What follows belongs to an exercise in optimizing a design on an open flow for small area, a short achievable clock period and few clock cycles per item; a production flow would make more cautious choices. The RTL was checked by simulation tests, not by an equivalence proof against the original design. No activity file was given, so power comes from the tool's default toggle rates.

**design/flow/design.v**
```verilog
package xcrc_pkg;
    localparam int PAYLOAD_BYTES  = 128;
    localparam int ADDR_BITS      = 21;
    localparam int WORD_ADDR_BITS = ADDR_BITS - 1;
    localparam int WORDS          = PAYLOAD_BYTES / 2;
    localparam int POS_PAYLOAD = 3;
    localparam int POS_LAST    = POS_PAYLOAD + PAYLOAD_BYTES - 1;
    localparam int POS_CRC_HI  = POS_PAYLOAD + PAYLOAD_BYTES;
    localparam int POS_CRC_LO  = POS_CRC_HI + 1;
    localparam logic [7:0]  EOT_BYTE = 8'h04;
    localparam logic [15:0] CRC_POLY = 16'h1021;
    localparam logic [1:0] REPLY_NONE = 2'd0;
    localparam logic [1:0] REPLY_ACK  = 2'd1;
    localparam logic [1:0] REPLY_NAK  = 2'd2;
endpackage
import xcrc_pkg::*;
module xcrc_front (
    input  logic        clk,
    input  logic        rst_n,
    input  logic        cfg_wr_en,
    input  logic [19:0] cfg_word_addr,
    input  logic        push,
    output logic        full,
    input  logic        in_cmd,
    input  logic [7:0]  in_byte,
    output logic        word_en,
    output logic [15:0] word_data,
    output logic        good,
    output logic        frame_restart,
    output logic        reply_push,
    output logic        reply_eot,
    output logic [19:0] frame_addr,
    input  logic        store_near_full,
    input  logic        show_busy,
    input  logic        reply_near_store,
    input  logic [1:0]  reply_count
);
    function automatic logic [15:0] crc_byte(input logic [15:0] crc_in,
                                             input logic [7:0]  data);
        logic [15:0] crc;
        crc = crc_in ^ {data, 8'h00};
        for (int b = 0; b < 8; b++) begin
            if (crc[15])
                crc = {crc[14:0], 1'b0} ^ CRC_POLY;
            else
                crc = {crc[14:0], 1'b0};
        end
        crc_byte = crc;
    endfunction
    logic        full_q;
    logic        accept;
    logic        in_v_q;
    logic        in_cmd_q;
    logic [7:0]  in_byte_q;
    logic [19:0] start_q;
    logic [19:0] addr_q;
    logic        active_q, active_n;
    logic [7:0]  pos_q, pos_n, pos_inc;
    logic [15:0] crc_q;
    logic        hi_ok_q;
    logic [7:0]  hold_q;
    logic        eot_q;
    logic        we_q;
    logic        lo_ok_q;
    logic        c_soh_q, c_hi_q, c_lo_q, c_hold_q, c_even_q, c_tail_q, c_win_q;
    logic        data_item;
    logic        at_soh, at_hi, at_lo, in_pay;
    logic        crc_ok;
    logic [1:0]  count_after;
    logic        hz_reply, hz_good, hz_store;
    assign full   = full_q;
    assign accept = push && !full_q;
    always_ff @(posedge clk or negedge rst_n)
    begin
        if (!rst_n)
        begin
            in_v_q <= 1'b0;
            we_q   <= 1'b0;
        end
        else
        begin
            in_v_q <= accept;
            we_q   <= accept && !in_cmd && active_n &&
                      (data_item ? c_hold_q : (!(in_v_q && in_cmd_q) && c_even_q));
        end
    end
    always_ff @(posedge clk)
    begin
        in_cmd_q  <= in_cmd;
        in_byte_q <= in_byte;
        eot_q     <= (in_byte == EOT_BYTE);
        lo_ok_q   <= (in_byte == crc_q[7:0]);
    end
    always_ff @(posedge clk or negedge rst_n)
    begin
        if (!rst_n)
        begin
            start_q <= '0;
            addr_q  <= '0;
        end
        else
        begin
            if (cfg_wr_en)
                start_q <= cfg_word_addr;
            if (accept && in_cmd)
                addr_q <= start_q;
            else if (good)
                addr_q[19:6] <= addr_q[19:6] + 14'd1;
        end
    end
    assign data_item = in_v_q && !in_cmd_q && active_q;
    assign at_soh    = c_soh_q;
    assign at_hi     = c_hi_q;
    assign at_lo     = c_lo_q;
    assign in_pay    = c_hold_q || we_q;
    assign crc_ok    = hi_ok_q && lo_ok_q;
    assign word_en    = we_q;
    assign word_data  = {hold_q, in_byte_q};
    assign good       = data_item && at_lo && crc_ok;
    assign reply_eot  = data_item && at_soh && eot_q;
    assign reply_push = reply_eot || (data_item && at_lo && !crc_ok);
    assign frame_addr = addr_q;
    assign frame_restart = (in_v_q && in_cmd_q) || (data_item && at_lo);
    assign pos_inc = pos_q + 8'd1;
    always_comb
    begin
        active_n = active_q;
        pos_n    = pos_q;
        if (in_v_q && in_cmd_q)
        begin
            active_n = 1'b1;
            pos_n    = '0;
        end
        else if (data_item)
        begin
            if (reply_eot)
                active_n = 1'b0;
            pos_n = at_lo ? 8'd0 : pos_inc;
        end
    end
    always_ff @(posedge clk or negedge rst_n)
    begin
        if (!rst_n)
            active_q <= 1'b0;
        else
            active_q <= active_n;
    end
    always_ff @(posedge clk)
    begin
        pos_q    <= pos_n;
        if ((in_v_q && in_cmd_q) || (data_item && at_lo))
        begin
            c_soh_q  <= 1'b1;
            c_hi_q   <= 1'b0;
            c_lo_q   <= 1'b0;
            c_hold_q <= 1'b0;
            c_even_q <= 1'b0;
            c_tail_q <= 1'b0;
            c_win_q  <= 1'b0;
        end
        else if (data_item)
        begin
            c_soh_q  <= 1'b0;
            c_hi_q   <= (pos_inc == 8'(POS_CRC_HI));
            c_lo_q   <= (pos_inc == 8'(POS_CRC_LO));
            c_hold_q <= (pos_inc >= 8'(POS_PAYLOAD)) && (pos_inc <= 8'(POS_LAST)) && pos_inc[0];
            c_even_q <= (pos_inc >= 8'(POS_PAYLOAD)) && (pos_inc <= 8'(POS_LAST)) && !pos_inc[0];
            c_tail_q <= (pos_inc >= 8'(POS_LAST));
            c_win_q  <= (pos_inc >= 8'(POS_PAYLOAD - 1)) && (pos_inc <= 8'(POS_LAST));
        end
        if (data_item && at_soh)
            crc_q <= '0;
        else if (data_item && in_pay)
            crc_q <= crc_byte(crc_q, in_byte_q);
        if (data_item && at_hi)
            hi_ok_q <= (crc_q[15:8] == in_byte_q);
        if (data_item && c_hold_q)
            hold_q <= in_byte_q;
    end
    assign count_after = reply_count + {1'b0, reply_push};
    assign hz_reply    = (count_after == 2'd2) || (count_after == 2'd3) ||
                         ((count_after != 2'd0) && active_q &&
                          ((c_hi_q && data_item) || (c_lo_q && !in_v_q)));
    assign hz_good     = active_q && c_tail_q && ((reply_count != 2'd0) || show_busy);
    assign hz_store    = active_q && c_win_q && (store_near_full || reply_near_store);
    always_ff @(posedge clk or negedge rst_n)
    begin
        if (!rst_n)
            full_q <= 1'b0;
        else
            full_q <= hz_reply || hz_good || hz_store;
    end
endmodule
module xcrc_cmd_fifo (
    input  logic       clk,
    input  logic       rst_n,
    input  logic       wr_en,
    input  logic       wr_eot,
    input  logic       rd_en,
    output logic       rd_eot,
    output logic [1:0] count
);
    logic [1:0] count_q;
    logic       slot0_q, slot1_q;
    assign count  = count_q;
    assign rd_eot = slot0_q;
    always_ff @(posedge clk or negedge rst_n)
    begin
        if (!rst_n)
            count_q <= '0;
        else
            count_q <= count_q + {1'b0, wr_en} - {1'b0, rd_en};
    end
    always_ff @(posedge clk)
    begin
        if (rd_en)
        begin
            slot0_q <= (wr_en && (count_q == 2'd1)) ? wr_eot : slot1_q;
            if (wr_en)
                slot1_q <= wr_eot;
        end
        else if (wr_en)
        begin
            if (count_q == 2'd0)
                slot0_q <= wr_eot;
            else
                slot1_q <= wr_eot;
        end
    end
endmodule
import xcrc_pkg::*;
module xcrc_back (
    input  logic        clk,
    input  logic        rst_n,
    input  logic        word_en,
    input  logic [15:0] word_data,
    input  logic        good,
    input  logic        frame_restart,
    input  logic [19:0] frame_addr,
    input  logic [1:0]  reply_count,
    input  logic        reply_eot,
    output logic        reply_pop,
    output logic        store_near_full,
    output logic        show_busy,
    output logic        reply_near_store,
    input  logic        pop,
    output logic        empty,
    output logic        res_word_valid,
    output logic [19:0] res_word_address,
    output logic [15:0] res_word_data,
    output logic [1:0]  res_reply,
    output logic        res_transfer_done,
    output logic        res_last
);
    logic [WORDS-1:0][15:0] store_q;
    logic [6:0]  low_q;      
    logic        drain_q;    
    logic        last_q;     
    logic [6:0]  wcnt_q;     
    logic [6:0]  wcnt_n;
    logic [6:0]  bot_q;      
    logic [6:1]  low_ge;     
    logic [6:1]  wr_ge;      
    logic        wr_ok;
    logic        empty_q;
    logic        sw_q;       
    logic        o_wv_q, o_td_q, o_last_q;
    logic [1:0]  o_reply_q;
    logic [19:0] o_addr_q;
    logic        take;
    logic        top;
    logic        next_word;
    logic        free;
    logic        load_reply;
    logic [WORDS-1:0] stage_en;
    assign take       = !empty_q && pop;
    assign top        = sw_q && pop;
    assign next_word  = top && !last_q;
    assign free       = empty_q || (take && (!o_wv_q || last_q));
    assign load_reply = free && (reply_count != 2'd0);
    assign reply_pop  = load_reply;
    always_comb
    begin
        for (int j = 1; j < 7; j++)
        begin
            low_ge[j] = (low_q >= 7'(1 << j));
            wr_ge[j]  = word_en ? (wcnt_q >= 7'((1 << j) - 2)) : (wcnt_q >= 7'((1 << j) - 1));
        end
        wr_ok = 1'b0;
        for (int j = 1; j < 7; j++)
            wr_ok = wr_ok || (low_ge[j] && !wr_ge[j]);
    end
    assign store_near_full  = drain_q && !wr_ok;
    assign show_busy        = drain_q || !empty_q;
    assign reply_near_store = ((!empty_q && !o_wv_q) || (reply_count != 2'd0)) &&
                              (wcnt_q >= 7'd30);
    assign wcnt_n = frame_restart ? 7'd0 : word_en ? wcnt_q + 7'd1 : wcnt_q;
    assign empty             = empty_q;
    assign res_word_valid    = o_wv_q;
    assign res_word_address  = o_addr_q;
    assign res_word_data     = store_q[WORDS-1];
    assign res_reply         = o_reply_q;
    assign res_transfer_done = o_td_q;
    assign res_last          = o_last_q;
    always_comb
    begin
        stage_en[0] = bot_q[0] ? word_en : top;
        for (int i = 1; i < WORDS; i++)
            stage_en[i] = bot_q[$clog2(i + 1)] ? word_en : top;
    end
    always_ff @(posedge clk)
    begin
        if (stage_en[0])
            store_q[0] <= word_data;
        for (int i = 1; i < WORDS - 1; i++)
            if (stage_en[i])
                store_q[i] <= store_q[i-1];
        if (stage_en[WORDS-1] || load_reply)
            store_q[WORDS-1] <= load_reply ? 16'd0 : store_q[WORDS-2];
    end
    always_ff @(posedge clk or negedge rst_n)
    begin
        if (!rst_n)
        begin
            drain_q <= 1'b0;
            empty_q <= 1'b1;
            sw_q    <= 1'b0;
        end
        else
        begin
            if (good)
                drain_q <= 1'b1;
            else if (top && last_q)
                drain_q <= 1'b0;
            if (good || next_word || load_reply)
                empty_q <= 1'b0;
            else if (free)
                empty_q <= 1'b1;
            if (good || next_word)
                sw_q <= 1'b1;
            else if (free)
                sw_q <= 1'b0;
        end
    end
    always_ff @(posedge clk)
    begin
        wcnt_q   <= wcnt_n;
        bot_q[0] <= 1'b1;
        for (int j = 1; j < 7; j++)
            bot_q[j] <= (wcnt_n >= 7'(1 << (j - 1)));
        if (good)
        begin
            low_q  <= 7'd0;
            last_q <= 1'b0;
        end
        else if (top)
        begin
            low_q  <= low_q + 7'd1;
            last_q <= (low_q == 7'd62);
        end
        if (good)
        begin
            o_wv_q    <= 1'b1;
            o_addr_q  <= frame_addr;
            o_reply_q <= REPLY_NONE;
            o_td_q    <= 1'b0;
            o_last_q  <= 1'b0;
        end
        else if (next_word)
        begin
            o_wv_q    <= 1'b1;
            o_addr_q  <= o_addr_q + 20'd1;
            o_reply_q <= (low_q == 7'd62) ? REPLY_ACK : REPLY_NONE;
            o_td_q    <= 1'b0;
            o_last_q  <= (low_q == 7'd62);
        end
        else if (load_reply)
        begin
            o_wv_q    <= 1'b0;
            o_addr_q  <= '0;
            o_reply_q <= reply_eot ? REPLY_ACK : REPLY_NAK;
            o_td_q    <= reply_eot;
            o_last_q  <= 1'b1;
        end
    end
endmodule
import xcrc_pkg::*;
module xmodem_crc_receiver_page_writer (
    input  logic                                clk,
    input  logic                                rst_n,
    input  logic                                cfg_wr_en,
    input  logic [xcrc_pkg::ADDR_BITS-1:0]      cfg_wr_data,
    input  logic                                push,
    output logic                                full,
    input  logic                                in_cmd,
    input  logic [7:0]                          in_byte,
    input  logic                                pop,
    output logic                                empty,
    output logic                                res_word_valid,
    output logic [xcrc_pkg::WORD_ADDR_BITS-1:0] res_word_address,
    output logic [15:0]                         res_word_data,
    output logic [1:0]                          res_reply,
    output logic                                res_transfer_done,
    output logic                                res_last
);
    logic        word_en;
    logic [15:0] word_data;
    logic        good;
    logic        reply_push;
    logic        reply_eot_in;
    logic [19:0] frame_addr;
    logic        frame_restart;
    logic        store_near_full;
    logic        show_busy;
    logic        reply_near_store;
    logic [1:0]  reply_count;
    logic        reply_pop;
    logic        reply_eot_out;
    xcrc_front u_front (
        .clk             (clk),
        .rst_n           (rst_n),
        .cfg_wr_en       (cfg_wr_en),
        .cfg_word_addr   (cfg_wr_data[20:1]),
        .push            (push),
        .full            (full),
        .in_cmd          (in_cmd),
        .in_byte         (in_byte),
        .word_en         (word_en),
        .word_data       (word_data),
        .good            (good),
        .frame_restart   (frame_restart),
        .reply_push      (reply_push),
        .reply_eot       (reply_eot_in),
        .frame_addr      (frame_addr),
        .store_near_full (store_near_full),
        .show_busy       (show_busy),
        .reply_near_store(reply_near_store),
        .reply_count     (reply_count)
    );
    xcrc_cmd_fifo u_reply_q (
        .clk    (clk),
        .rst_n  (rst_n),
        .wr_en  (reply_push),
        .wr_eot (reply_eot_in),
        .rd_en  (reply_pop),
        .rd_eot (reply_eot_out),
        .count  (reply_count)
    );
    xcrc_back u_back (
        .clk               (clk),
        .rst_n             (rst_n),
        .word_en           (word_en),
        .word_data         (word_data),
        .good              (good),
        .frame_restart     (frame_restart),
        .frame_addr        (frame_addr),
        .reply_count       (reply_count),
        .reply_eot         (reply_eot_out),
        .reply_pop         (reply_pop),
        .store_near_full   (store_near_full),
        .show_busy         (show_busy),
        .reply_near_store  (reply_near_store),
        .pop               (pop),
        .empty             (empty),
        .res_word_valid    (res_word_valid),
        .res_word_address  (res_word_address),
        .res_word_data     (res_word_data),
        .res_reply         (res_reply),
        .res_transfer_done (res_transfer_done),
        .res_last          (res_last)
    );
endmodule
```
**design/flow/flow/run.sh**
```bash
#!/bin/bash
# The standard layout, with plain buffers (sky130_fd_sc_hd__buf_2, resizable within the buf
# footprint) on the ports instead of the default delay-buffer cell, and clock tree synthesis
# without dummy loads and with larger sink clusters.
set -euo pipefail
bash standard.sh finish "BUFFER_PORTS_ARGS=-buffer_cell sky130_fd_sc_hd__buf_2" \
    "CTS_ARGS=-sink_clustering_enable -repair_clock_nets -dont_use_dummy_load -sink_clustering_size 28 -sink_clustering_max_diameter 100" \
    > standard_finish.log 2>&1
```
**design/flow/standard.sh**
```bash
#!/bin/bash
# synth_recipe.tcl (not shown) runs the flow's synth.tcl, then flattens the netlist and writes it again
# the make line also repeats each setting of config.mk as NAME=value (left out here)
make -C /OpenROAD-flow-scripts/flow DESIGN_CONFIG=/design/flow/config.mk WORK_HOME=/design/flow/orfs CLKGATE_MAP_FILE= SYNTH_SCRIPT=/design/flow/synth_recipe.tcl "${@:-finish}"
```
**design/flow/config.mk**
```make
export PLATFORM = sky130hd
export DESIGN_NAME = xmodem_crc_receiver_page_writer
export DESIGN_NICKNAME = xmodem_crc_receiver_page_writer
export VERILOG_FILES = /design/flow/design.v
export SDC_FILE = /design/flow/constraint.sdc
export NUM_CORES = 4
export LEC_CHECK = 0
export CAP_MARGIN = 20
export CORE_MARGIN = 2
export CORE_UTILIZATION = 40
export PLACE_DENSITY = 0.6
export SETUP_SLACK_MARGIN = 2.0
export SLEW_MARGIN = 20
export TNS_END_PERCENT = 5
```
**design/flow/constraint.sdc**
```tcl
create_clock -name core_clock -period 4.0 [get_ports {clk}]
set_input_delay 0.8000 -clock core_clock [delete_from_list [all_inputs] [get_ports {clk}]]
set_output_delay 0.8000 -clock core_clock [all_outputs]
set_load 0.01 [all_outputs]
```
==> results of run 1 <==
[registers in the layout (all words and copies together), names as in the netlist, 8 cells and up]
signal,flops
u_back.store_q,1024
u_back.o_addr_q,20
u_front.addr_q,20
u_front.start_q,20
u_front.crc_q,16
u_front.hold_q,8
u_front.in_byte_q,8
u_front.pos_q,8
[what timing repair did]
item	4_1_cts	5_1_grt
buffers inserted	1	12
pin swaps	2	6
cloned	2	3
gates resized for setup	5	30
setup endpoints to repair	528	641
[synth_stat cells (all sizes together) (2+ instances only)]
cell	n
edfxtp	1055
nand2	92
dfxtp	68
nor2	61
dfrtp	48
a21oi	47
xnor2	41
xor2	37
o21ai	36
mux2	29
and2	27
nand3	26
buf	24
clkbuf	24
nand4	24
inv	19
nor3	15
ha	14
a211oi	11
and3	9
or3	7
nor4	6
o31ai	5
a21o	4
nand2b	4
a211o	3
nand3b	3
or4	3
a21boi	2
a31oi	2
and2b	2
and4	2
nor3b	2
o21bai	2
[kinds of logic (layout without fill, tap and decap cells)]
group                    Yosys count  in the layout  synth area share [%]
AO/OA/AOI/OAI                    124            126                  1.94
adder cells (fa/ha/maj)           14             14                 0.462
buffers and inverters             67            180                 0.854
AND/OR/NAND/NOR                  289            290                  3.72
XOR/XNOR                          78             78                  1.80
multiplexers                      29             29                 0.861
other                              0              1                     0
flip-flops                      1172           1172                  90.4
[how the worst max path moves through the flow]
stage,start,slack [ns],depth (start not counted),to
global placement,pop,1.28,4,u_back.store_q[74]$_DFFE_PP_
detailed placement,pop,1.25,4,u_back.store_q[92]$_DFFE_PP_
CTS,u_back.sw_q$_DFFE_PN0P_,1.81,3,u_back.store_q[631]$_DFFE_PP_
finish,u_back.empty_q$_DFFE_PN1P_,1.82,1,empty
floorplan,pop,-5.92,3,u_back.store_q[1008]$_SDFFCE_PP0P_
global route,u_back.empty_q$_DFFE_PN1P_,1.77,1,empty
[through the flow]
stage | TNS [ns] | worst slack, ns
finish | 0 | 1.82
global route | 0 | 1.77
CTS | 0 | 1.81
detailed placement | 0 | 1.25
global placement | 0 | 1.28
floorplan | -4195.37 | -5.92
[cell type report]
| class | count | share of cell area, % |
|---|---|---|
| tap | 1254 | 3.79 |
| timing repair buffer | 113 | 1.90 |
| clock buffer | 48 | 2.90 |
| sequential | 1172 | 82.8 |
| multi-input combinational | 537 | 8.48 |
| inverter | 19 | 0.172 |
| antenna | 1 | 0.00604 |
[layout by cell type (no fill, tap or decap), types with 3 or more instances in the layout]
master / netlist / routed
clkbuf_16: 0 / 50
ha_1: 14 / 13
xor2_1: 37 / 36
dfrtp_1: 48 / 47
nor2_1: 61 / 59
edfxtp_1: 1055 / 1055
nand2_2: 0 / 3
buf_12: 0 / 5
o21ai_1: 27 / 21
nor3_1: 15 / 13
o21ai_2: 0 / 4
nand2b_1: 4 / 4
nand3b_1: 3 / 3
nand3_1: 26 / 26
and2_1: 27 / 27
or3_1: 7 / 7
a21o_1: 4 / 4
dfxtp_2: 0 / 3
mux2_1: 8 / 8
a21oi_1: 47 / 45
nor4_1: 5 / 4
o21ai_4: 0 / 4
o21ai_0: 9 / 9
and3_1: 9 / 9
a211oi_1: 11 / 11
mux2_2: 21 / 21
nand2_1: 92 / 88
nand4_1: 24 / 24
o31ai_1: 5 / 5
dfxtp_1: 68 / 64
a211o_1: 3 / 3
inv_1: 17 / 17
xnor2_1: 41 / 41
buf_4: 16 / 29
buf_2: 4 / 75
[metal layers]
metal	up-vias	routed length [µm]	GRT usage (%)
met3	75	1960	1.64
met1	7513	22700	13.5
met5	-	0	0
met4	0	1090	3.02
met2	239	21700	13.9
li1	6953	-	-
[power by group through the flow]
stage / clock [µW] / combinational [µW] / sequential, µW
3_3_place_gp: 0 / 1450 / 15800
3_5_place_dp: 0 / 1510 / 15900
2_1_floorplan: 0 / 1170 / 15800
4_1_cts: 5680 / 1520 / 15600
5_1_grt: 6070 / 1760 / 15800
6_report: 5390 / 1560 / 15600
[worst register-to-register path, stage by stage, from the launching register on]
cell     delay [ns]
dfrtp_1        0.48
nand2_8        0.16
o21ai_4        0.44
buf_12         0.47
==> run_results.csv, run 1 <==
group,metric,value,unit
pwr,cellPowerDensity,545,nW/µm²
drt,viasPerCell,4.70,
sta,holdWs,0.196,ns
pwr,p_sw,4840,µW
yosys,synth_warnings,3,
layout,drive_gt1_share,11.8,%
worst_setup_path,cp-start-kind,"flop",
drt,ant_nets,0,
worst_setup_path,worst-endpoint-arrival,1.38,ns
yosys,yosysSeqAreaShare,90.4,%
sta,setup_viol_count_final,0,
pwr,internal_power,17700,µW
worst_setup_path,crit-reg2reg-capture,"u_back.store_q[217]$_DFFE_PP_",
pwr,max-vdd-ir-drop,329,µV
sta,timing.fmax,0.459,GHz
drt,vias,14800,
pwr,total_power,22600,µW
worst_setup_path,path_buf_inv,1,
pwr,power_frac_comb,6.9,%
global_routing,grtUsageTotal,9.18,%
clock_network,cts.clk_slew.worst_paths,0.11,ns
yosys,syn_inst,1773,
yosys,synth_top_flop_cell,"edfxtp_1",
sta,post-route-period-util,54.4,%
worst_setup_path,worstRegToRegCells,3,
worst_setup_path,end_kind,"output pin",
clock_network,clock-sinks,1172,
yosys,synth_area,37900,µm²
worst_setup_path,crit_family,"flip-flops",
yosys,synth_largest_area_cell,"edfxtp_1",
layout,fin_nets,1940,
drt,wl,47.5,mm
worst_setup_path,crit_chain,"buf_2",
clock_network,numCtsBuffers,48,
clock_network,cts_tree,"yes",
worst_setup_path,cpPeakStageDelay,0.60,ns
placed_design,placed_area,39900,µm²
layout,final_cells,3144,
worst_setup_path,slowest_stage,"dfstp_2",
worst_hold_path,hp-class,"input port to asynchronous set/reset pin",
clock_network,h-tree-depth,2,
layout,fillers,7965,
pwr,sw_frac_of_total,21.4,%
sta,min_period,2.18,ns
yosys,async_reset_ff_share,4.18,%
yosys,synth_area_leaders,"edfxtp_1 84%, dfxtp_1 3.6%, dfrtp_1 3.2%",
sta,tightest_slew,0.839,ns
global_routing,grt_pass1_wl,74.5,mm
yosys,synth_seq_cells,1172,
placed_design,dpl.hpwl,25.1,mm
sta,max-slew-margin-rel,44.1,%
placed_design,port_buffers,76,
yosys,syn_nets,1822,
floorplanning,die_w,312,µm
sta,fin_skew,0.0883,ns
sta,rsz0062_at_grt,"yes",
pwr,p_leak,0.0138,µW
clock_network,cts_root_buf,"clkbuf_16",
placed_design,gp_congestion,0.809,
yosys,synth_cell_types,61,
floorplanning,std_cell_rows,112,
worst_setup_path,worstSetupPathType,"flop to output pin",
floorplanning,die-area,97300,µm²
pwr,power_frac_seq,69.2,%
drt,drtIter0Drc,1432,
yosys,synth_edf_count,1055,
drt,avgRoutedWirePerCell,15.1,µm
worst_setup_path,r2r_setup_slack,1.98,ns
job,maxCapViolCount,0,
drt,firstDrtPassIters,5,
clock_network,clkLatencyLatePin,0.64,ns
global_routing,grt_max_degree,164,
yosys,syn_area_per_cell,21.4,µm²
layout,syn_to_final_growth,9.20,%
sta,report.final.slew_viol_count,0,
sta,finalHoldViolations,0,
placed_design,place_inst,3077,
worst_setup_path,worstPathRequired,3.20,ns
drt,drc,0,
floorplanning,initial_utilization,40.5,%
yosys,synth_top_area_share,83.5,%
layout,seqCellArea,34300,µm²
layout,multiInputGateArea,3510,µm²
global_routing,grt_pass1_vias,14200,
global_routing,overflow,0,
clock_network,hold_buffers,0,
floorplanning,fp.dieH,312,µm
floorplanning,num_io_pins,78,
clock_network,cts.path.max_buffers,3,
floorplanning,core-area,93600,µm²
layout,post-route-util,44.2,%
pwr,power_frac_clock,23.9,%
run_status,outcome,"complete, no violations",
global_routing,antenna_found_initial,0,
worst_setup_path,r2r_start,"u_back.sw_q$_DFFE_PN0P_",
worst_setup_path,crit_fanout,4,
layout,final_cell_area,41400,µm²
Testbench counts, summed over its fixed seeds: cycles 26,118, frames 192.
==> run 2, diff against run 1 <==
--- a/design/flow/design.v
+++ b/design/flow/design.v
@@ -24,6 +24,7 @@
     input  logic        in_cmd,
     input  logic [7:0]  in_byte,
     output logic        word_en,
+    output logic        word_en_next,
     output logic [15:0] word_data,
     output logic        good,
     output logic        frame_restart,
@@ -49,8 +50,9 @@
     endfunction
     logic        full_q;
     logic        accept;
-    logic        in_v_q;
-    logic        in_cmd_q;
+    logic        di_q;       
+    logic        st_q;       
+    logic        we_n;
     logic [7:0]  in_byte_q;
     logic [19:0] start_q;
     logic [19:0] addr_q;
@@ -74,19 +76,19 @@
     begin
         if (!rst_n)
         begin
-            in_v_q <= 1'b0;
+            di_q   <= 1'b0;
+            st_q   <= 1'b0;
             we_q   <= 1'b0;
         end
         else
         begin
-            in_v_q <= accept;
-            we_q   <= accept && !in_cmd && active_n &&
-                      (data_item ? c_hold_q : (!(in_v_q && in_cmd_q) && c_even_q));
+            di_q   <= accept && !in_cmd && active_n;
+            st_q   <= accept && in_cmd;
+            we_q   <= we_n;
         end
     end
     always_ff @(posedge clk)
     begin
-        in_cmd_q  <= in_cmd;
         in_byte_q <= in_byte;
         eot_q     <= (in_byte == EOT_BYTE);
         lo_ok_q   <= (in_byte == crc_q[7:0]);
@@ -108,7 +110,9 @@
                 addr_q[19:6] <= addr_q[19:6] + 14'd1;
         end
     end
-    assign data_item = in_v_q && !in_cmd_q && active_q;
+    assign data_item = di_q;
+    assign we_n      = accept && !in_cmd && active_n && (data_item ? c_hold_q : (!st_q && c_even_q));
+    assign word_en_next = we_n;
     assign at_soh    = c_soh_q;
     assign at_hi     = c_hi_q;
     assign at_lo     = c_lo_q;
@@ -120,13 +124,13 @@
     assign reply_eot  = data_item && at_soh && eot_q;
     assign reply_push = reply_eot || (data_item && at_lo && !crc_ok);
     assign frame_addr = addr_q;
-    assign frame_restart = (in_v_q && in_cmd_q) || (data_item && at_lo);
+    assign frame_restart = st_q || (data_item && at_lo);
     assign pos_inc = pos_q + 8'd1;
     always_comb
     begin
         active_n = active_q;
         pos_n    = pos_q;
-        if (in_v_q && in_cmd_q)
+        if (st_q)
         begin
             active_n = 1'b1;
             pos_n    = '0;
@@ -148,7 +152,7 @@
     always_ff @(posedge clk)
     begin
         pos_q    <= pos_n;
-        if ((in_v_q && in_cmd_q) || (data_item && at_lo))
+        if (st_q || (data_item && at_lo))
         begin
             c_soh_q  <= 1'b1;
             c_hi_q   <= 1'b0;
@@ -180,7 +184,7 @@
     assign count_after = reply_count + {1'b0, reply_push};
     assign hz_reply    = (count_after == 2'd2) || (count_after == 2'd3) ||
                          ((count_after != 2'd0) && active_q &&
-                          ((c_hi_q && data_item) || (c_lo_q && !in_v_q)));
+                          ((c_hi_q && data_item) || (c_lo_q && !di_q && !st_q)));
     assign hz_good     = active_q && c_tail_q && ((reply_count != 2'd0) || show_busy);
     assign hz_store    = active_q && c_win_q && (store_near_full || reply_near_store);
     always_ff @(posedge clk or negedge rst_n)
@@ -233,6 +237,7 @@
     input  logic        clk,
     input  logic        rst_n,
     input  logic        word_en,
+    input  logic        word_en_next,
     input  logic [15:0] word_data,
     input  logic        good,
     input  logic        frame_restart,
@@ -258,12 +263,20 @@
     logic        last_q;     
     logic [6:0]  wcnt_q;     
     logic [6:0]  wcnt_n;
-    logic [6:0]  bot_q;      
-    logic [6:1]  low_ge;     
+    logic [6:0]  bot_n;      
+    logic [6:0]  wr_grp_q;   
+    logic [6:0]  tk_grp_q;   
+    logic [6:0]  low_n;
+    logic [6:1]  low_ge_q;   
+    logic [6:1]  thr1_q;     
+    logic [6:1]  thr2_q;     
     logic [6:1]  wr_ge;      
     logic        wr_ok;
-    logic        empty_q;
+    logic        empty_q;    
     logic        sw_q;       
+    logic        rs_q;       
+    logic        sw_n;
+    logic        shown;
     logic        o_wv_q, o_td_q, o_last_q;
     logic [1:0]  o_reply_q;
     logic [19:0] o_addr_q;
@@ -273,26 +286,24 @@
     logic        free;
     logic        load_reply;
     logic [WORDS-1:0] stage_en;
-    assign take       = !empty_q && pop;
+    assign shown      = sw_q || rs_q;
+    assign take       = shown && pop;
     assign top        = sw_q && pop;
     assign next_word  = top && !last_q;
-    assign free       = empty_q || (take && (!o_wv_q || last_q));
+    assign free       = !shown || (take && (rs_q || last_q));
     assign load_reply = free && (reply_count != 2'd0);
     assign reply_pop  = load_reply;
     always_comb
     begin
         for (int j = 1; j < 7; j++)
-        begin
-            low_ge[j] = (low_q >= 7'(1 << j));
-            wr_ge[j]  = word_en ? (wcnt_q >= 7'((1 << j) - 2)) : (wcnt_q >= 7'((1 << j) - 1));
-        end
+            wr_ge[j] = word_en ? thr2_q[j] : thr1_q[j];
         wr_ok = 1'b0;
         for (int j = 1; j < 7; j++)
-            wr_ok = wr_ok || (low_ge[j] && !wr_ge[j]);
+            wr_ok = wr_ok || (low_ge_q[j] && !wr_ge[j]);
     end
     assign store_near_full  = drain_q && !wr_ok;
-    assign show_busy        = drain_q || !empty_q;
-    assign reply_near_store = ((!empty_q && !o_wv_q) || (reply_count != 2'd0)) &&
+    assign show_busy        = drain_q || shown;
+    assign reply_near_store = (rs_q || (reply_count != 2'd0)) &&
                               (wcnt_q >= 7'd30);
     assign wcnt_n = frame_restart ? 7'd0 : word_en ? wcnt_q + 7'd1 : wcnt_q;
     assign empty             = empty_q;
@@ -302,11 +313,30 @@
     assign res_reply         = o_reply_q;
     assign res_transfer_done = o_td_q;
     assign res_last          = o_last_q;
+    assign low_n = good ? 7'd0 : top ? low_q + 7'd1 : low_q;
+    assign sw_n  = (good || next_word) ? 1'b1 : free ? 1'b0 : sw_q;
     always_comb
     begin
-        stage_en[0] = bot_q[0] ? word_en : top;
+        bot_n[0] = 1'b1;
+        for (int j = 1; j < 7; j++)
+            bot_n[j] = (wcnt_n >= 7'(1 << (j - 1)));
+    end
+    always_ff @(posedge clk)
+    begin
+        wr_grp_q <= bot_n & {7{word_en_next}};
+        tk_grp_q <= ~bot_n & {7{sw_n}};
+        for (int j = 1; j < 7; j++)
+        begin
+            low_ge_q[j] <= (low_n >= 7'(1 << j));
+            thr1_q[j]   <= (wcnt_n >= 7'((1 << j) - 1));
+            thr2_q[j]   <= (wcnt_n >= 7'((1 << j) - 2));
+        end
+    end
+    always_comb
+    begin
+        stage_en[0] = wr_grp_q[0] || (tk_grp_q[0] && pop);
         for (int i = 1; i < WORDS; i++)
-            stage_en[i] = bot_q[$clog2(i + 1)] ? word_en : top;
+            stage_en[i] = wr_grp_q[$clog2(i + 1)] || (tk_grp_q[$clog2(i + 1)] && pop);
     end
     always_ff @(posedge clk)
     begin
@@ -325,6 +355,7 @@
             drain_q <= 1'b0;
             empty_q <= 1'b1;
             sw_q    <= 1'b0;
+            rs_q    <= 1'b0;
         end
         else
         begin
@@ -336,18 +367,16 @@
                 empty_q <= 1'b0;
             else if (free)
                 empty_q <= 1'b1;
-            if (good || next_word)
-                sw_q <= 1'b1;
+            sw_q <= sw_n;
+            if (load_reply)
+                rs_q <= 1'b1;
             else if (free)
-                sw_q <= 1'b0;
+                rs_q <= 1'b0;
         end
     end
     always_ff @(posedge clk)
     begin
         wcnt_q   <= wcnt_n;
-        bot_q[0] <= 1'b1;
-        for (int j = 1; j < 7; j++)
-            bot_q[j] <= (wcnt_n >= 7'(1 << (j - 1)));
         if (good)
         begin
             low_q  <= 7'd0;
@@ -355,7 +384,7 @@
         end
         else if (top)
         begin
-            low_q  <= low_q + 7'd1;
+            low_q  <= low_n;
             last_q <= (low_q == 7'd62);
         end
         if (good)
@@ -404,6 +433,7 @@
     output logic                                res_last
 );
     logic        word_en;
+    logic        word_en_next;
     logic [15:0] word_data;
     logic        good;
     logic        reply_push;
@@ -426,6 +456,7 @@
         .in_cmd          (in_cmd),
         .in_byte         (in_byte),
         .word_en         (word_en),
+        .word_en_next    (word_en_next),
         .word_data       (word_data),
         .good            (good),
         .frame_restart   (frame_restart),
@@ -450,6 +481,7 @@
         .clk               (clk),
         .rst_n             (rst_n),
         .word_en           (word_en),
+        .word_en_next      (word_en_next),
         .word_data         (word_data),
         .good              (good),
         .frame_restart     (frame_restart),
==> design/flow/flow/run.sh (replaced) <==
#!/bin/bash
# The standard layout, with plain buffers (sky130_fd_sc_hd__buf_2, resizable within the buf
# footprint) on the ports instead of the default delay-buffer cell, and clock tree synthesis
# without dummy loads, with clkbuf_8 buffers and larger sink clusters.
set -euo pipefail
bash standard.sh finish "BUFFER_PORTS_ARGS=-buffer_cell sky130_fd_sc_hd__buf_2" \
    "CTS_ARGS=-sink_clustering_enable -repair_clock_nets -dont_use_dummy_load -buf_list {sky130_fd_sc_hd__clkbuf_8 sky130_fd_sc_hd__clkbuf_16} -sink_clustering_size 20 -sink_clustering_max_diameter 80" \
    > standard_finish.log 2>&1
--- a/design/flow/config.mk
+++ b/design/flow/config.mk
@@ -7,8 +7,8 @@
 export LEC_CHECK = 0
 export CAP_MARGIN = 20
 export CORE_MARGIN = 2
-export CORE_UTILIZATION = 40
-export PLACE_DENSITY = 0.6
-export SETUP_SLACK_MARGIN = 2.0
+export CORE_UTILIZATION = 60
+export PLACE_DENSITY = 0.75
+export SETUP_SLACK_MARGIN = 2.1
 export SLEW_MARGIN = 20
 export TNS_END_PERCENT = 5
==> run 2 against run 1 <==
  * Via count rose by 4.1%
  * Synthesized cell count is 4.1% higher
  * Still clean on timing, DRC and antenna
  * Hold slack gained 0.042 ns
  * Critical endpoint is now res_word_address[8]
  * Die area decreased by 32%
  * Routed wire length increased by 15%
  * Total power rose by 1.6%
  * Combinational power is 17% higher
  * Sequential power down 7%
  * Utilization grew 22 points
  * Register-to-register slack improved by 0.09 ns
==> run_results.csv, run 2 <==
group,metric,value,unit
yosys,synth_cell_types,67,
yosys,synth.most_common_cell,"edfxtp_1",
yosys,synth_largest_area_cell,"edfxtp_1",
floorplanning,std_cell_rows,93,
yosys,yosysSeqAreaShare,90.1,%
drt,wl_met2,27.6,mm
worst_setup_path,worstSetupPathType,"flop to output pin",
drt,drc,0,
drt,met1_length,23.9,mm
yosys,synth_edf_count,1055,
floorplanning,die_w,258,µm
worst_setup_path,crit_chain,"buf_2",
clock_network,clkLatencyLatePin,0.63,ns
sta,timing.fmax,0.489,GHz
sta,fin_skew,0.0569,ns
drt,route.met3.wl,1.92,mm
worst_setup_path,worstRegToRegCells,7,
drt,wl,54.6,mm
floorplanning,initial_utilization,60.3,%
yosys,syn_area_per_cell,20.9,µm²
clock_network,cts.clk_slew.worst_paths,0.08,ns
sta,report.final.slew_viol_count,0,
worst_setup_path,slowest_stage,"edfxtp_1",
global_routing,grt_pass1_wl,84.4,mm
sta,holdWs,0.237,ns
sta,rsz0062_at_grt,"yes",
floorplanning,core-area,64000,µm²
clock_network,hold_buffers,0,
placed_design,gp_congestion,0.814,
drt,viasPerCell,5.41,
worst_setup_path,path_buf_inv,1,
layout,fin_nets,2038,
global_routing,grtUsageTotal,16.3,%
yosys,synth_warnings,3,
clock_network,h-tree-depth,3,
worst_setup_path,end_kind,"output pin",
drt,top_layer,"met4",
drt,firstDrtPassIters,5,
yosys,syn_inst,1845,
clock_network,clock-sinks,1197,
job,maxCapViolCount,0,
yosys,synth_top_flop_cell,"edfxtp_1",
worst_setup_path,worst-endpoint-arrival,1.25,ns
sta,max-slew-margin-rel,42.3,%
sta,setup_viol_count_final,0,
yosys,synth_seq_cells,1197,
global_routing,overflow,0,
pwr,p_leak,0.0129,µW
placed_design,port_buffers,76,
layout,largest_reg_flops,1024,
worst_setup_path,crit-reg2reg-capture,"u_back.o_addr_q[17]$_DFFE_PP_",
layout,post-route-util,66.0,%
layout,top_register,"u_back.store_q",
yosys,synth_area,38600,µm²
sta,finalHoldViolations,0,
sta,post-route-period-util,51.1,%
drt,drtIter0Drc,1375,
worst_setup_path,crit_family,"flip-flops",
floorplanning,num_io_pins,78,
drt,vias,15400,
clock_network,cts_tree,"yes",
worst_setup_path,r2r_setup_slack,2.07,ns
sta,tightest_slew,0.865,ns
global_routing,grt_max_degree,187,
worst_setup_path,cp-start-kind,"flop",
clock_network,numCtsBuffers,70,
yosys,synth_area_leaders,"edfxtp_1 82%, dfxtp_1 4.7%, dfrtp_1 3.2%",
pwr,cellPowerDensity,543,nW/µm²
layout,syn_to_final_growth,9.30,%
clock_network,cts_root_buf,"clkbuf_16",
worst_setup_path,crit_fanout,5,
clock_network,cts.path.max_buffers,3,
worst_setup_path,worstPathRequired,3.20,ns
drt,avgRoutedWirePerCell,19.2,µm
global_routing,antenna_found_initial,0,
worst_hold_path,hp-class,"input port to asynchronous set/reset pin",
yosys,synth_top_area_share,82.0,%
worst_setup_path,cpPeakStageDelay,0.49,ns
layout,layout_commonest_cell,"edfxtp_1",
yosys,synth_common_cells,"1055 x edfxtp_1, 117 x nand2_1, 91 x dfxtp_1, 81 x nor2_1",
global_routing,grt_pass1_vias,15400,
floorplanning,die-area,66400,µm²
run_status,outcome,"complete, no violations",
floorplanning,fp.dieH,258,µm
sta,min_period,2.05,ns
placed_design,dpl.hpwl,27.2,mm
yosys,syn_nets,1892,
yosys,async_reset_ff_share,4.26,%
worst_setup_path,r2r_start,"u_back.o_addr_q[9]$_DFFE_PP_",
drt,ant_nets,0,
layout,drive_gt1_share,13.6,%
pwr,max-vdd-ir-drop,331,µV
layout,final_cell_mix,"1055 x edfxtp_1, 115 x nand2_1, 81 x dfxtp_1",
run 2: cell count changes in the layout (fill, tap and decap cells not counted), moves of 9 or more:
cell	before	now
inv_1	17	27
o21ai_1	21	33
dfxtp_1	64	81
xnor2_1	41	50
nor2_1	59	80
xor2_1	36	22
buf_4	29	39
nand2_1	88	115
clkbuf_16	50	71
nand3_1	26	17
run 2: kinds of logic (layout without fill, tap and decap cells):
group	after synthesis	count (layout)	share of synthesized area, %
other	0	1	0
AOI/OAI and AO/OA	139	139	2.20
and+or+nand+nor	315	315	3.83
xor gates and xnor gates	76	76	1.80
muxes	25	25	0.719
adders and majority gates	12	12	0.389
buffers and inverters	81	225	1.01
DFF	1197	1197	90.1
run 2: area by class of cell:
type / instances / area (µm²)
repair buffers: 122 / 823
inverters: 32 / 124
flip-flops and latches: 1197 / 34800
fillers: 4042 / 21800
diodes: 1 / 2.50
multi-input cells: 567 / 3620
repair inverters: 1 / 7.51
clock buffers: 70 / 1750
well taps: 855 / 1070
run 2: stage by stage:
step                      setup TNS (ns)  setup slack (ns)  total power [µW]  cell area (µm²)  instances
after floorplan                  -420.65             -1.19             15900            38600       1845
after global placement                 0              1.30             16300            40000       2749
after detailed placement               0              1.21             16400            40000       2749
after CTS                              0              1.93             23100            42000       2829
after global routing                   0              1.91             23800            42200       2844
final                                  0              1.95             22900            42200       2845
run 2: routing by layer:
metal,track usage (%),up-vias
li1,-,7189
met3,2.95,80
met1,22.0,7826
met5,0,-
met2,27.8,285
met4,4.35,0
run 2: worst max path at each step:
stage,from,endpoint,depth (start not counted)
after CTS,u_back.empty_q$_DFFE_PN1P_,empty,1
after floorplan,pop,u_back.store_q[1008]$_SDFFCE_PP0P_,3
after global routing,pop,u_back.store_q[533]$_DFFE_PP_,3
after global placement,pop,u_back.store_q[851]$_DFFE_PP_,3
final,u_back.o_addr_q[8]$_DFFE_PP_,res_word_address[8],1
after detailed placement,pop,u_back.store_q[880]$_DFFE_PP_,3
run 2: power by group:
| part | internal (µW) | leakage (µW) | switching, µW | total (µW) |
|---|---|---|---|---|
| Clock | 3120 | 0.000863 | 3520 | 6640 |
| Sequential | 14000 | 0.0101 | 466 | 14500 |
| Combinational | 797 | 0.00197 | 1030 | 1820 |
run 2: repair_timing:
| action | CTS | global route |
|---|---|---|
| setup endpoints to repair | 650 | 501 |
| buffers inserted | 10 | 13 |
| hold endpoints to repair | 0 | 0 |
| gates resized for setup | 31 | 29 |
| pin swaps | 4 | 9 |
| cloned | 0 | 2 |
Testbench counts of run 2, summed over its fixed seeds: cycles 26,118, frames 192.
==> run 3, diff against run 2 <==
==> design/flow/flow/run.sh (replaced) <==
#!/bin/bash
# The standard layout, with plain buffers (sky130_fd_sc_hd__buf_2, resizable within the buf
# footprint) on the ports instead of the default delay-buffer cell, and clock tree synthesis
# without dummy loads and with larger sink clusters.
set -euo pipefail
bash standard.sh finish "BUFFER_PORTS_ARGS=-buffer_cell sky130_fd_sc_hd__buf_2" \
    "CTS_ARGS=-sink_clustering_enable -repair_clock_nets -dont_use_dummy_load -sink_clustering_size 36 -sink_clustering_max_diameter 60" \
    > standard_finish.log 2>&1
==> run 3 against run 2 <==
  * Design area decreased by 0.81%
  * Clock skew is 0.023 ns higher
  * Synthesized cell count stayed put
  * Routed wire length decreased by 3.2%
  * Clock power fell by 14%
  * Setup slack worse by 0.026 ns
  * Clock-buffer cell count decreased by 17
  * Sequential cell count did not move
  * Register-to-register slack got worse by 0.06 ns
  * Sequential share of layout area rose by 0.67 points
  * Die area unchanged
  * Highest routed layer unchanged
==> run_results.csv, run 3 <==
group,metric,value,unit
run_status,outcome,"complete, no violations",
pwr,max-vdd-ir-drop,363,µV
yosys,synth_top_flop_cell,"edfxtp_1",
sta,timing.fmax,0.483,GHz
clock_network,cts_root_buf,"clkbuf_16",
yosys,synth_area,38600,µm²
layout,layout_commonest_cell,"edfxtp_1",
drt,firstDrtPassIters,5,
yosys,synth_cell_types,67,
yosys,synth_seq_cells,1197,
sta,setup_viol_count_final,0,
sta,post-route-period-util,51.8,%
drt,avgRoutedWirePerCell,18.6,µm
layout,final_cell_mix,"1055 x edfxtp_1, 114 x nand2_1, 80 x dfxtp_1",
floorplanning,die_w,258,µm
sta,tightest_slew,0.862,ns
worst_setup_path,slowest_stage,"edfxtp_1",
sta,finalHoldViolations,0,
layout,final_cell_area,41900,µm²
worst_setup_path,worst-endpoint-arrival,1.27,ns
yosys,muxShareOfSynthArea,0.719,%
drt,wl,52.8,mm
drt,drc,0,
yosys,syn_area_per_cell,20.9,µm²
global_routing,grt_pass1_wl,81.4,mm
global_routing,grtUsageTotal,15.5,%
yosys,syn_nets,1892,
yosys,synth_top_family_by_area,"simple AND/OR/NAND/NOR gates",
worst_setup_path,cp-start-kind,"flop",
layout,top_register,"u_back.store_q",
clock_network,cts.clk_slew.worst_paths,0.07,ns
worst_setup_path,crit_chain,"buf_2",
yosys,syn_inst,1845,
worst_setup_path,cpPeakStageDelay,0.48,ns
placed_design,dpl.hpwl,27.2,mm
layout,syn_to_final_growth,8.42,%
yosys,async_reset_ff_share,4.26,%
worst_setup_path,worstSetupPathType,"flop to output pin",
worst_setup_path,worstPathRequired,3.20,ns
worst_setup_path,end_kind,"output pin",
floorplanning,initial_utilization,60.3,%
yosys,synth_warnings,3,
floorplanning,num_io_pins,78,
floorplanning,die-area,66400,µm²
drt,drtIter0Drc,1423,
yosys,synth-simple-area-share,3.83,%
placed_design,gp_congestion,0.814,
yosys,synth_edf_count,1055,
yosys,synth_largest_area_cell,"edfxtp_1",
yosys,synth.most_common_cell,"edfxtp_1",
sta,fin_skew,0.0796,ns
drt,viasPerCell,5.37,
global_routing,grt_pass1_vias,15000,
sta,max-slew-margin-rel,42.5,%
placed_design,placed_area,40000,µm²
layout,largest_reg_flops,1024,
pwr,total_power,22000,µW
floorplanning,fp.dieH,258,µm
clock_network,clkLatencyLatePin,0.64,ns
worst_hold_path,hp-class,"input port to asynchronous set/reset pin",
clock_network,numCtsBuffers,53,
clock_network,h-tree-depth,2,
layout,drive_gt1_share,13.2,%
global_routing,grt_max_degree,187,
floorplanning,std_cell_rows,93,
floorplanning,core-area,64000,µm²
worst_setup_path,crit_fanout,5,
yosys,yosysSeqAreaShare,90.1,%
layout,fin_nets,2025,
clock_network,clock-sinks,1197,
sta,setup_tns,0,ns
clock_network,cts_tree,"yes",
drt,ant_nets,0,
drt,vias,15200,
yosys,synth-compound-area-share,2.20,%
worst_setup_path,path_buf_inv,1,
pwr,p_leak,0.0127,µW
pwr,cellPowerDensity,525,nW/µm²
yosys,synth_common_cells,"1055 x edfxtp_1, 117 x nand2_1, 91 x dfxtp_1, 81 x nor2_1",
yosys,synth_area_leaders,"edfxtp_1 82%, dfxtp_1 4.7%, dfrtp_1 3.2%",
job,maxCapViolCount,0,
clock_network,cts.path.max_buffers,3,
yosys,synthAdderAreaFrac,0.389,%
placed_design,port_buffers,76,
layout,post-route-util,65.4,%
sta,min_period,2.07,ns
global_routing,antenna_found_initial,1,
yosys,synthXorXnorAreaFrac,1.80,%
sta,rsz0062_at_grt,"yes",
sta,holdWs,0.218,ns
worst_setup_path,crit_family,"flip-flops",
global_routing,overflow,0,
yosys,synth_top_area_share,82.0,%
sta,report.final.slew_viol_count,0,
## run 3: changes by cell type in the layout (fill, tap and decap cells not counted), sizes merged
cell,before,now
clkbuf,71,56
buf,121,124
clkinvlp,2,1
## run 3: final cells by class
| cell class | count | area (µm²) |
|---|---|---|
| fillers | 4079 | 22100 |
| repair buffers | 127 | 900 |
| inverters | 32 | 124 |
| multi-input cells | 567 | 3640 |
| well taps | 855 | 1070 |
| diodes | 1 | 2.50 |
| flip-flops and latches | 1197 | 34800 |
| clock buffers | 53 | 1330 |
## run 3: logic make-up after synthesis
logic type,Yosys count
compound gates,139
flops,1197
fa+ha+maj,12
buf+inv,81
mux,25
xor+xnor,76
simple gates,315
## run 3: routing by layer
metal  vias to the layer above  global-route usage (%)  routed length (µm)
met5                         -                       0                   0
met1                      7726                    21.3               23000
met2                       265                    26.4               26800
met3                        72                    2.38                1920
met4                         0                    4.35                1100
li1                       7151                       -                   -
## run 3: what timing repair did
item	CTS	global route
pin swaps	2	14
hold buffers	0	0
endpoints found under the setup margin	488	682
resized for setup	14	49
cloned	0	2
buffers inserted	6	21
## run 3: report_power, final
part	internal (µW)	switching (µW)
logic	800	1020
clock network	2370	3320
registers	14000	469
total	17200	4810
## run 3: path summary, 6_finish.rpt
check                                              start                              to  slack, ns  depth (start not counted)
min                                                rst_n  u_front.start_q[2]$_DFFE_PN0P_       0.22                          1
max                         u_back.o_addr_q[7]$_DFFE_PP_             res_word_address[7]       1.93                          1
min reg2reg                u_back.store_q[197]$_DFFE_PP_   u_back.store_q[213]$_DFFE_PP_       0.36                          0
max in group asynchronous                          rst_n          u_front.di_q$_DFF_PN0_       3.28                          1
min in group core_clock                       in_byte[2]    u_front.in_byte_q[2]$_DFF_P_       0.33                          1
max reg2reg                 u_back.o_addr_q[9]$_DFFE_PP_   u_back.o_addr_q[17]$_DFFE_PP_       2.01                          7
## run 3: per-stage QoR
step	std cells	setup slack, ns
3_3_place_gp	2749	1.30
4_1_cts	2808	1.90
6_report	2832	1.93
3_5_place_dp	2749	1.21
5_1_grt	2832	1.82
2_1_floorplan	1845	-1.19
==> run 4, diff against run 3 <==
==> design/flow/flow/run.sh (replaced) <==
#!/bin/bash
# The standard layout, with plain buffers (sky130_fd_sc_hd__buf_2, resizable within the buf
# footprint) on the ports instead of the default delay-buffer cell, and clock tree synthesis
# without dummy loads and with larger sink clusters.
set -euo pipefail
bash standard.sh finish "BUFFER_PORTS_ARGS=-buffer_cell sky130_fd_sc_hd__buf_2" \
    "CTS_ARGS=-sink_clustering_enable -repair_clock_nets -dont_use_dummy_load -sink_clustering_size 28 -sink_clustering_max_diameter 100" \
    > standard_finish.log 2>&1
==> run 4 against run 3 <==
  * Critical endpoint is now res_word_address[8]
  * Still clean on timing, DRC and antenna
  * Largest power group unchanged
  * Utilization fell by 0.34 points
  * Setup slack improved by 0.025 ns
  * Critical path depth did not move
  * Total power fell by 1.4%
==> run_results.csv, run 4 <==
group,metric,value,unit
yosys,syn_area_per_cell,20.9,µm²
worst_setup_path,cpPeakStageDelay,0.48,ns
clock_network,h-tree-depth,2,
worst_setup_path,r2r_setup_slack,2.04,ns
yosys,synth_seq_cells,1197,
yosys,synth_common_cells,"1055 x edfxtp_1, 117 x nand2_1, 91 x dfxtp_1, 81 x nor2_1",
yosys,synth_largest_area_cell,"edfxtp_1",
pwr,max-vdd-ir-drop,333,µV
layout,fillers,4112,
worst_setup_path,cp-startpoint,"u_back.o_addr_q[8]$_DFFE_PP_",
yosys,synth_cell_types,67,
yosys,synth_edf_count,1055,
worst_setup_path,cp-endpoint,"res_word_address[8]",
worst_setup_path,cp_num_cells,1,
drt,ant_nets,0,
floorplanning,initial_utilization,60.3,%
sta,timing.fmax,0.489,GHz
sta,final.setup.worst_slack,1.95,ns
global_routing,grtUsageTotal,15.5,%
pwr,cellPowerDensity,520,nW/µm²
clock_network,cts_root_buf,"clkbuf_16",
sta,finalHoldViolations,0,
worst_setup_path,crit_fanout,5,
job,maxCapViolCount,0,
floorplanning,std_cell_rows,93,
worst_setup_path,r2r_start,"u_back.sw_q$_DFF_PN0_",
drt,met1_length,23.4,mm
drt,wl_met2,26.0,mm
clock_network,numCtsBuffers,48,
floorplanning,die_w,258,µm
worst_setup_path,slowest_stage,"edfxtp_1",
layout,layout_commonest_cell,"edfxtp_1",
worst_setup_path,cp-start-kind,"flop",
sta,rsz0062_at_grt,"yes",
clock_network,clkLatencyLatePin,0.63,ns
yosys,yosysSeqAreaShare,90.1,%
sta,post-route-period-util,51.2,%
yosys,synth_area,38600,µm²
placed_design,port_buffers,76,
floorplanning,fp.dieH,258,µm
yosys,syn_nets,1892,
worst_hold_path,hp-class,"input port to asynchronous set/reset pin",
worst_setup_path,worstPathRequired,3.20,ns
global_routing,overflow,0,
yosys,synth_top_flop_cell,"edfxtp_1",
floorplanning,die-area,66400,µm²
yosys,async_reset_ff_share,4.26,%
clock_network,clock-sinks,1197,
yosys,synth.most_common_cell,"edfxtp_1",
sta,min_period,2.05,ns
layout,fin_nets,2015,
layout,final_cell_mix,"1055 x edfxtp_1, 116 x nand2_1, 84 x dfxtp_1",
sta,max-slew-margin-rel,42.1,%
pwr,p_leak,0.0126,µW
global_routing,grt_pass1_wl,81.4,mm
layout,syn_to_final_growth,7.86,%
worst_setup_path,crit-reg2reg-capture,"u_back.low_ge_q[1]$_DFF_P_",
placed_design,dp_slack,1.21,ns
floorplanning,num_io_pins,78,
layout,drive_gt1_share,12.2,%
drt,drc,0,
clock_network,cts_tree,"yes",
drt,firstDrtPassIters,7,
worst_setup_path,worstRegToRegCells,6,
drt,route.met3.wl,1.61,mm
sta,fin_skew,0.0505,ns
sta,tightest_slew,0.869,ns
placed_design,dpl.hpwl,27.2,mm
yosys,synth_area_leaders,"edfxtp_1 82%, dfxtp_1 4.7%, dfrtp_1 3.2%",
sta,setup_tns,0,ns
drt,vias,15100,
global_routing,grt_max_degree,187,
yosys,syn_inst,1845,
worst_setup_path,path_buf_inv,1,
worst_setup_path,crit_chain,"buf_2",
placed_design,gp_congestion,0.814,
worst_setup_path,worstSetupPathType,"flop to output pin",
run_status,outcome,"complete, no violations",
yosys,synth_top_area_share,82.0,%
yosys,synth_warnings,3,
floorplanning,core-area,64000,µm²
layout,largest_reg_flops,1024,
drt,viasPerCell,5.36,
drt,wl,52.1,mm
clock_network,cts.path.max_buffers,3,
sta,setup_viol_count_final,0,
worst_setup_path,crit_family,"flip-flops",
layout,top_register,"u_back.store_q",
clock_network,hold_buffers,0,
drt,top_layer,"met4",
global_routing,antenna_found_initial,1,
drt,avgRoutedWirePerCell,18.5,µm
worst_setup_path,end_kind,"output pin",
global_routing,grt_pass1_vias,14900,
clock_network,cts.clk_slew.worst_paths,0.10,ns
drt,drtIter0Drc,1533,
sta,report.final.slew_viol_count,0,
worst_setup_path,worst-endpoint-arrival,1.25,ns
## run 4: changes by cell type in the layout (fill, tap and decap cells not counted), moves of 2 or more
cell       delta
dfxtp_1       +4
nand2_2       -3
clkbuf_2      +2
nor2_1        +2
nand3_2       +2
dfxtp_2       -5
buf_6         -2
clkbuf_16     -5
nand2_1       +2
nor2_2        -2
o21ai_1       +2
buf_4         -5
## run 4: power by group
group,internal [µW],switching (µW)
sequential,14000,461
clock,2160,3260
combinational,782,1020
total,16900,4740
## run 4: kinds of logic (layout without fill, tap and decap cells)
kind of cell | Yosys count | count (layout) | share of synthesized area (%)
compound gates | 139 | 139 | 2.20
xor+xnor | 76 | 76 | 1.80
fa+ha+maj | 12 | 12 | 0.389
buf+inv | 81 | 202 | 1.01
flops | 1197 | 1197 | 90.1
mux | 25 | 25 | 0.719
other cells | 0 | 1 | 0
simple gates | 315 | 315 | 3.83
## run 4: worst min-delay path by stage
stage / endpoint / slack, ns / cells after the start
final: u_front.start_q[2]$_DFFE_PN0P_ / 0.22 / 1
after global routing: u_front.start_q[2]$_DFFE_PN0P_ / 0.24 / 1
after CTS: u_front.in_byte_q[4]$_DFF_P_ / 0.30 / 1
after detailed placement: u_back.store_q[1003]$_DFFE_PP_ / 0.40 / 0
after global placement: u_back.store_q[13]$_DFFE_PP_ / 0.40 / 0
after floorplan: u_back.store_q[1000]$_DFFE_PP_ / 0.40 / 0
## run 4: final cells by class
cell class              instances  area, µm²  area share [%]
well taps                     855       1070            2.57
clock buffers                  48       1200            2.88
multi-input cells             567       3610            8.67
inverters                      32        124           0.297
flip-flops and latches       1197      34800            83.6
repair buffers                121        830            1.99
repair inverters                1       7.51          0.0180
diodes                          1       2.50         0.00601
## run 4: timing repair
item | CTS | global route
setup buffers | 11 | 10
pin swaps | 2 | 4
cloned | 0 | 3
resized for setup | 29 | 24
endpoints found under the setup margin | 452 | 665
## run 4: layer usage
metal  up-vias  GRT usage (%)
met3        67           2.28
met1      7724           21.5
li1       7127              -
met5         -              0
met4         0           4.06
met2       219           26.2
## run 4: metrics by stage
stage	util [%]	hold WS (ns)	instances	instance area, µm²	total power (µW)
6_report	65.1	0.217	2822	41700	21700
5_1_grt	65.1	0.237	2822	41700	22500
4_1_cts	64.7	0.303	2808	41400	21900
3_5_place_dp	62.6	0.405	2749	40000	16400
3_3_place_gp	62.6	0.401	2749	40000	16300
2_1_floorplan	-	0.400	1845	38600	15900
==> run 5, diff against run 4 <==
--- a/design/flow/config.mk
+++ b/design/flow/config.mk
@@ -7,8 +7,8 @@
 export LEC_CHECK = 0
 export CAP_MARGIN = 20
 export CORE_MARGIN = 2
-export CORE_UTILIZATION = 60
-export PLACE_DENSITY = 0.75
+export CORE_UTILIZATION = 66
+export PLACE_DENSITY = 0.8
 export SETUP_SLACK_MARGIN = 2.1
 export SLEW_MARGIN = 20
 export TNS_END_PERCENT = 5
==> run 5 against run 4 <==
  * Non-clock buffer count grew 4
  * Critical path depth did not move
  * Still clean on timing, DRC and antenna
  * Sequential cell count is the same
  * Sequential power is essentially flat
  * Area after synthesis unchanged
  * Largest cell class unchanged
  * Die area is 9.0% lower
  * Utilization grew 6.7 points
  * Hold slack improved by 0.015 ns
==> run_results.csv, run 5 <==
group,metric,value,unit
run_status,outcome,"complete, no violations",
worst_setup_path,crit-reg2reg-capture,"u_back.wr_grp_q[1]$_DFF_P_",
floorplanning,fp.dieH,246,µm
pwr,power_frac_seq,66.4,%
placed_design,dpl.hpwl,29.1,mm
yosys,syn_nets,1892,
yosys,synth_top_area_share,82.0,%
layout,layout_commonest_cell,"edfxtp_1",
layout,final_cells,2735,
sta,report.final.slew_viol_count,0,
floorplanning,die_w,246,µm
drt,viasPerCell,5.64,
worst_setup_path,crit_family,"flip-flops",
yosys,synth_seq_cells,1197,
floorplanning,initial_utilization,66.8,%
clock_network,cts_root_buf,"clkbuf_16",
drt,avgRoutedWirePerCell,21.0,µm
yosys,synth_common_cells,"1055 x edfxtp_1, 117 x nand2_1, 91 x dfxtp_1, 81 x nor2_1",
global_routing,grt_pass1_vias,15400,
floorplanning,die-area,60500,µm²
worst_setup_path,worstRegToRegCells,7,
sta,final.setup.worst_slack,1.93,ns
layout,top_register,"u_back.store_q",
pwr,sw_frac_of_total,22.1,%
worst_setup_path,worst-endpoint-arrival,1.27,ns
drt,met1_length,24.5,mm
floorplanning,std_cell_rows,88,
sta,timing.fmax,0.484,GHz
placed_design,placed_area,39900,µm²
placed_design,place_inst,2659,
worst_setup_path,worstSetupPathType,"flop to output pin",
clock_network,clock-sinks,1197,
pwr,cellPowerDensity,525,nW/µm²
yosys,syn_inst,1845,
clock_network,cts.clk_slew.worst_paths,0.11,ns
global_routing,overflow,0,
worst_setup_path,r2r_setup_slack,1.98,ns
worst_setup_path,cpPeakStageDelay,0.50,ns
pwr,p_sw,4820,µW
sta,fin_skew,0.0938,ns
clock_network,h-tree-depth,2,
drt,wl,57.5,mm
pwr,power_frac_comb,8.3,%
placed_design,dp_slack,1.19,ns
clock_network,numCtsBuffers,48,
layout,drive_gt1_share,12.5,%
sta,setup_viol_count_final,0,
yosys,yosysSeqAreaShare,90.1,%
drt,vias,15400,
placed_design,gp_congestion,0.824,
global_routing,antenna_found_initial,1,
yosys,async_reset_ff_share,4.26,%
layout,final_cell_mix,"1055 x edfxtp_1, 117 x nand2_1, 84 x dfxtp_1",
worst_setup_path,crit_chain,"buf_2",
clock_network,clkLatencyLatePin,0.66,ns
layout,antenna_cells,0,
layout,syn_to_final_growth,7.43,%
drt,top_layer,"met4",
yosys,synth_top_flop_cell,"edfxtp_1",
layout,largest_reg_flops,1024,
drt,drtIter0Drc,1301,
yosys,synth_cell_types,67,
clock_network,cts.path.max_buffers,3,
global_routing,grt_max_degree,125,
layout,final_cell_area,41500,µm²
worst_setup_path,slowest_stage,"edfxtp_1",
drt,wl_met2,29.9,mm
worst_hold_path,hp-class,"input port to asynchronous set/reset pin",
layout,fin_nets,2019,
job,maxCapViolCount,0,
pwr,max-vdd-ir-drop,603,µV
worst_setup_path,crit_fanout,5,
yosys,synth_largest_area_cell,"edfxtp_1",
drt,firstDrtPassIters,5,
placed_design,port_buffers,76,
yosys,syn_area_per_cell,20.9,µm²
pwr,total_power,21800,µW
worst_setup_path,end_kind,"output pin",
yosys,synth_edf_count,1055,
sta,setup_tns,0,ns
yosys,synth_warnings,3,
pwr,p_leak,0.0126,µW
pwr,internal_power,17000,µW
yosys,synth_area,38600,µm²
sta,post-route-period-util,51.7,%
sta,rsz0062_at_grt,"yes",
global_routing,grtUsageTotal,19.1,%
yosys,synth_area_leaders,"edfxtp_1 82%, dfxtp_1 4.7%, dfrtp_1 3.2%",
sta,min_period,2.07,ns
worst_setup_path,worstPathRequired,3.20,ns
drt,drc,0,
yosys,synth.most_common_cell,"edfxtp_1",
worst_setup_path,path_buf_inv,1,
clock_network,cts_tree,"yes",
global_routing,grt_pass1_wl,87.9,mm
floorplanning,num_io_pins,78,
sta,tightest_slew,0.871,ns
floorplanning,core-area,57800,µm²
drt,route.met3.wl,2.09,mm
sta,max-slew-margin-rel,41.5,%
layout,fillers,3304,
sta,finalHoldViolations,0,
worst_setup_path,r2r_start,"u_back.wcnt_q[1]$_DFF_P_",
pwr,power_frac_clock,25.3,%
worst_setup_path,cp-start-kind,"flop",
drt,ant_nets,0,
==> run 5: cell counts after synthesis <==
Identical to the previous run, type by type.
==> run 5: power groups by stage <==
stage | logic [µW] | registers [µW] | clock network [µW]
2_1_floorplan | 1280 | 14600 | 0
3_3_place_gp | 1610 | 14700 | 0
3_5_place_dp | 1680 | 14700 | 0
4_1_cts | 1720 | 14500 | 5710
5_1_grt | 2010 | 14500 | 6050
6_report | 1820 | 14500 | 5500
==> run 5: final cells by class <==
type	count	area [µm²]	area share, %
Clock buffer	48	1200	2.89
Inverter	32	124	0.299
Multi-Input combinational cell	567	3560	8.59
Sequential cell	1197	34800	83.9
Tap cell	765	957	2.31
Timing Repair Buffer	125	835	2.01
Timing Repair inverter	1	7.51	0.0181
==> run 5: cell families (layout without fill, tap and decap cells) <==
family | Yosys count | after routing | synth area share [%]
AOI/OAI and AO/OA | 139 | 139 | 2.20
xor gates and xnor gates | 76 | 76 | 1.80
adders and majority gates | 12 | 12 | 0.389
buffers and inverters | 81 | 206 | 1.01
DFF | 1197 | 1197 | 90.1
muxes | 25 | 25 | 0.719
and+or+nand+nor | 315 | 315 | 3.83
==> run 5: worst max-delay path by stage <==
stage	cells after the start	from	to
floorplan	3	pop	u_back.store_q[1008]$_SDFFCE_PP0P_
global placement	3	pop	u_back.store_q[551]$_DFFE_PP_
detailed placement	3	pop	u_back.store_q[567]$_DFFE_PP_
CTS	7	u_front.pos_q[0]$_SDFFE_PP0P_	u_front.c_win_q$_SDFFE_PP0P_
global route	7	u_back.low_q[0]$_SDFFE_PP0N_	u_back.low_ge_q[1]$_DFF_P_
finish	1	u_back.o_addr_q[8]$_DFFE_PP_	res_word_address[8]
==> run 5: per-layer routing <==
metal	vias to the layer above	GRT usage (%)
met5	-	0
met2	333	33.2
met1	7896	26.3
met3	73	2.62
met4	0	4.17
li1	7132	-
==> run 5: metrics by stage <==
stage	util, %	hold WS (ns)
CTS	71.3	0.324
global route	71.8	0.257
detailed placement	69.1	0.405
global placement	69.1	0.400
floorplan	-	0.400
finish	71.8	0.232
==> run 5: repair_timing <==
item,in CTS,in global routing
endpoints found under the setup margin,601,612
hold buffers,0,0
gates resized for setup,17,25
setup buffers,7,19
cloned,0,2
pin swaps,2,5

re-timing with driven ports:
The results above use ideal ports. As a check the final layouts listed here were re-extracted and re-timed, cells and wires unchanged.
Step 1 (the two cells are an assumption about what drives the block):
set clk [get_ports {clk}]
set_driving_cell -lib_cell sky130_fd_sc_hd__clkbuf_16 $clk
set_driving_cell -lib_cell sky130_fd_sc_hd__buf_2 [delete_from_list [all_inputs] $clk]
Step 2 also shifts input and output timing later by t, the mid clock arrival at the registers, as if the neighbouring blocks saw the same clock.
Three values: ideal ports, drivers, drivers and shift; two values: the first two.
| run | t, ns | slack for setup (ns) | worst setup path at the end | worst slew at a driven data input, ns | pins driven straight from the clock port |
|---|---|---|---|---|---|
| run 1 | 0.655 | 1.823 / 1.762 / 1.444 | input to register | 0.07 | 1 |
| run 2 | 0.653 | 1.955 / 1.895 / 1.332 | input to register | 0.07 | 1 |
| run 3 | 0.666 | 1.929 / 1.873 / 1.283 | input to register | 0.07 | 1 |
| run 4 | 0.661 | 1.953 / 1.898 / 1.311 | input to register | 0.07 | 1 |
| run 5 | 0.667 | 1.933 / 1.877 / 1.385 | input to register | 0.06 | 1 |
After both steps every run listed still meets setup and hold. For run 3, which loses most, drivers alone change the setup slack by -0.056 ns; drivers and shift together by -0.646 ns.
